Background: an optimization exercise with open tools, aiming at a short achievable clock period and few clock cycles. Do not read the settings as production practice. Function was checked by simulation only, so behaviour that the tests miss may differ from the original. No activity file was given, so power comes from the tool's default toggle rates.

## the baseline
## mipsPipeline
module mipsPipeline (
	input  logic DCACHE_stall,
	input  logic rst_n,
	output logic icacheRen,
	output logic [mipsPkg::addrWidth-1:0] icacheAddr,
	input  logic [mipsPkg::dataWidth-1:0] icacheRdata,
	input  logic icacheStall,
	output logic dcacheRen,
	output logic dcacheWen,
	output logic [mipsPkg::addrWidth-1:0] dcacheAddr,
	output logic [mipsPkg::dataWidth-1:0] dcacheWdata,
	input  logic [mipsPkg::dataWidth-1:0] dcacheRdata,
	input  logic dcacheHold
);
For scale: roughly 6,900 cells after synthesis, ~1,600 flip-flops.
==> flow/config.mk <==
export PLATFORM = sky130hd
export DESIGN_NAME = mipsPipeline
export DESIGN_NICKNAME = mipsPipeline
export VERILOG_FILES = /design/flow/design.v
export SDC_FILE = /design/flow/constraint.sdc
export NUM_CORES = 4
export LEC_CHECK = 0
export ABC_CLOCK_PERIOD_IN_PS = 2500
export CAP_MARGIN = 20
export CORE_MARGIN = 2
export CORE_UTILIZATION = 40
export PLACE_DENSITY = 0.6
export SETUP_SLACK_MARGIN = 5
export SLEW_MARGIN = 20
==> flow/constraint.sdc <==
create_clock -name core_clock -period 8.0 [get_ports {DCACHE_stall}]
set_input_delay 1.6000 -clock core_clock [delete_from_list [all_inputs] [get_ports {DCACHE_stall}]]
set_output_delay 1.6000 -clock core_clock [all_outputs]
set_load 0.01 [all_outputs]
run.sh (not shown) runs the stock make flow with config.mk's settings and CLKGATE_MAP_FILE= SYNTH_SCRIPT=/design/flow/synth_recipe.tcl, a recipe that flattens the netlist after the stock synthesis.
The baseline reached the final stage; the timing, design-rule and antenna checks on its layout passed.
Testbench counts of the baseline, summed over its fixed seeds: cycles 38,508.
Input changes introduced in the candidate (baseline for comparison: the baseline):
--- a/flow/design.v
+++ b/flow/design.v
@@ -41,20 +41,18 @@
 	localparam logic [addrWidth-1:0] resetPc = '0;
 	localparam logic [dataWidth-1:0] nopInstr = '0;	 
 endpackage
 import mipsPkg::*;
 module regFile (
 	input  logic DCACHE_stall,
 	input  logic rst_n,
 	input  logic [mipsPkg::regCount-1:0] rsSel,
 	input  logic [mipsPkg::regCount-1:0] rtSel,
-	input  logic [mipsPkg::regCount-1:0] rsSelHi,	 
-	input  logic [mipsPkg::regCount-1:0] rtSelHi,
 	input  logic [mipsPkg::regCount-1:0] wbWe,	 
 	input  logic [mipsPkg::dataWidth-1:0] wbData,
 	output logic [mipsPkg::dataWidth-1:0] rsData,
 	output logic [mipsPkg::dataWidth-1:0] rtData
 );
 	logic [dataWidth-1:0] regs [regCount];
 	always_ff @(posedge DCACHE_stall or negedge rst_n) begin
 		if (!rst_n) begin
 			for (int i = 0; i < regCount; i++)
@@ -63,20 +61,20 @@
 			for (int i = 1; i < regCount; i++)
 				if (wbWe[i])
 					regs[i] <= wbData;
 		end
 	end
 	always_comb begin
 		rsData = '0;
 		rtData = '0;
 		for (int i = 1; i < regCount; i++) begin
-			rsData = rsData | (regs[i] & {{(dataWidth/2){rsSelHi[i]}}, {(dataWidth/2){rsSel[i]}}});
-			rtData = rtData | (regs[i] & {{(dataWidth/2){rtSelHi[i]}}, {(dataWidth/2){rtSel[i]}}});
+			rsData = rsData | (regs[i] & {dataWidth{rsSel[i]}});
+			rtData = rtData | (regs[i] & {dataWidth{rtSel[i]}});
 		end
 	end
 endmodule
 import mipsPkg::*;
 module mipsPipeline (
 	input  logic DCACHE_stall,
 	input  logic rst_n,
 	output logic icacheRen,
 	output logic [mipsPkg::addrWidth-1:0] icacheAddr,
@@ -90,19 +88,18 @@
 	input  logic dcacheHold
 );
 	logic stall;
 	logic [addrWidth-1:0] pc;		 
 	logic dValid;				 
 	logic [dataWidth-1:0] ir;
 	logic [addrWidth-1:0] dPcp1;
 	logic [addrWidth-immWidth-1:0] dHiInc, dHiDec;	 
 	logic [regCount-1:0] dRsSel, dRtSel;	 
-	logic [regCount-1:0] dRsSelHi, dRtSelHi;	 
 	logic exRegWr, exLoad, exStore, exBeq;	 
 	logic [regAddrWidth-1:0] exDest;
 	logic [dataWidth-1:0] exT, exG, exSt;	 
 	logic exSub, exSlt;
 	logic [dataWidth-1:0] aluOut;			 
 	logic [2:0] exSel;			 
 	logic [addrWidth-1:0] exTarget;
 	logic mRegWr, mLoad, mStore;		 
 	logic [regAddrWidth-1:0] mDest;
@@ -154,26 +151,22 @@
 				: pc[addrWidth-1:immWidth] + 2'd1;
 			dHiDec <= &pc[immWidth-1:0] ? pc[addrWidth-1:immWidth]
 				: pc[addrWidth-1:immWidth] - 1'b1;
 		end
 	end
 	always_ff @(posedge DCACHE_stall or negedge rst_n) begin
 		if (!rst_n) begin
 			dRsSel <= '0;
 			dRtSel <= '0;
-			dRsSelHi <= '1;	 
-			dRtSelHi <= '1;
 		end else if (!stall && !luStall) begin
 			for (int i = 0; i < regCount; i++) begin
 				dRsSel[i] <= icacheRdata[25:21] == 5'(i);
 				dRtSel[i] <= icacheRdata[20:16] == 5'(i);
-				dRsSelHi[i] <= icacheRdata[25:21] == 5'(i);
-				dRtSelHi[i] <= icacheRdata[20:16] == 5'(i);
 			end
 		end
 	end
 	logic [5:0] op, fn;
 	logic [regAddrWidth-1:0] rs, rt, rd;
 	logic isAlu, isImm, isLw, isSw, isBeq;
 	logic regWrDec, useImm, zextImm, subDec, sltDec;
 	logic [2:0] selDec;
 	logic [regAddrWidth-1:0] destDec;
@@ -220,19 +213,18 @@
 	end
 	assign destDec = isAlu ? rd : rt;
 	assign regWrDec = dValid && (isAlu || isImm || isLw) && destDec != '0;
 	assign useImm = isImm || isLw || isSw;
 	assign useRs = isAlu || isImm || isLw || isSw || isBeq;
 	assign useRt = isAlu || isSw || isBeq;
 	assign immVal = zextImm ? {16'd0, ir[15:0]} : {{16{ir[15]}}, ir[15:0]};
 	regFile uRegFile (
 		.DCACHE_stall(DCACHE_stall), .rst_n(rst_n), .rsSel(dRsSel), .rtSel(dRtSel),
-		.rsSelHi(dRsSelHi), .rtSelHi(dRtSelHi),
 		.wbWe(wWe), .wbData(wVal),
 		.rsData(rfRs), .rtData(rfRt)
 	);
 	function automatic logic [dataWidth-1:0] bypass(input logic [regAddrWidth-1:0] idx,
 			input logic [dataWidth-1:0] rf, input logic mWr, input logic [regAddrWidth-1:0] mD,
 			input logic mLd, input logic [dataWidth-1:0] mR, input logic [dataWidth-1:0] ld,
 			input logic wW, input logic [regAddrWidth-1:0] wD, input logic [dataWidth-1:0] wV);
 		logic [dataWidth-1:0] early;
 		early = mWr && mD == idx ? (mLd ? ld : mR) : wV;
==> results.txt <==
The baseline reached the end of the flow, and the finished layout is clean on the timing, design-rule and antenna checks. Every stage of the flow completed for the candidate, and the final layout passed the timing, design-rule and antenna checks. Count of flip-flops and latches of the candidate falls short of that of the baseline by a few percent. Setup slack after layout delta (the candidate − the baseline): unfavourable. Summary of the candidate over the baseline: count of port buffers added during placement was more or less identical, area growth from synthesis to final layout up 1.5 points. Critical path startpoint: dPcp1[0]$_DFFE_PN0P_ -> the baseline, dRtSel[12]$_DFFE_PN0P_ -> the candidate. Summary of the candidate over the baseline: detailed-route vias per instance +1.4%; worst vdd rail ir drop rose about 12%. The baseline -> the candidate: mean instance size in the synthesized netlist flat. Going from the baseline to the candidate, wire length on met1 shows an increase of about 0.33%, count of placed standard cells including taps moved down, worst hold margin neither gained nor lost much. On the candidate: placer congestion estimate is 0.0038 higher than what the baseline gave. Between the candidate and the baseline, the number of cells on the worst reg-to-reg path is higher for the baseline. Diff the baseline -> the candidate: met3 usage higher; core footprint lower.
Testbench counts of the candidate, summed over its fixed seeds: cycles 38,508.

-- afterwards: timing with drivers on the ports --
The flow's constraints put no driver on any port. The routed layouts listed below were extracted and timed again, unchanged, in two steps.
Step 1 sets driving cells, clkbuf_16 on the clock port and buf_2 on the other inputs (assumed; they add their load-dependent delay and slew).
Step 2 adds t to the input delays and takes it off the output delays; t is the mean of the earliest and latest rising clock arrival at the registers after step 1. Input paths then give back, and output paths get back, about the clock's delay inside the block.
Three values: no drivers, after step 1, after step 2; two values: the first two.
run	t (ns)	setup WS [ns]	latest minus earliest clock arrival (ns)
the baseline	0.926	4.690 / 4.690 / 4.051	0.042 / 0.042
the candidate	0.904	4.604 / 4.604 / 4.103	0.062 / 0.062
After both steps every run listed still meets setup and hold. The setup slack of the baseline, which loses most, moves by 0.000 ns with the drivers and by -0.639 ns with both steps.
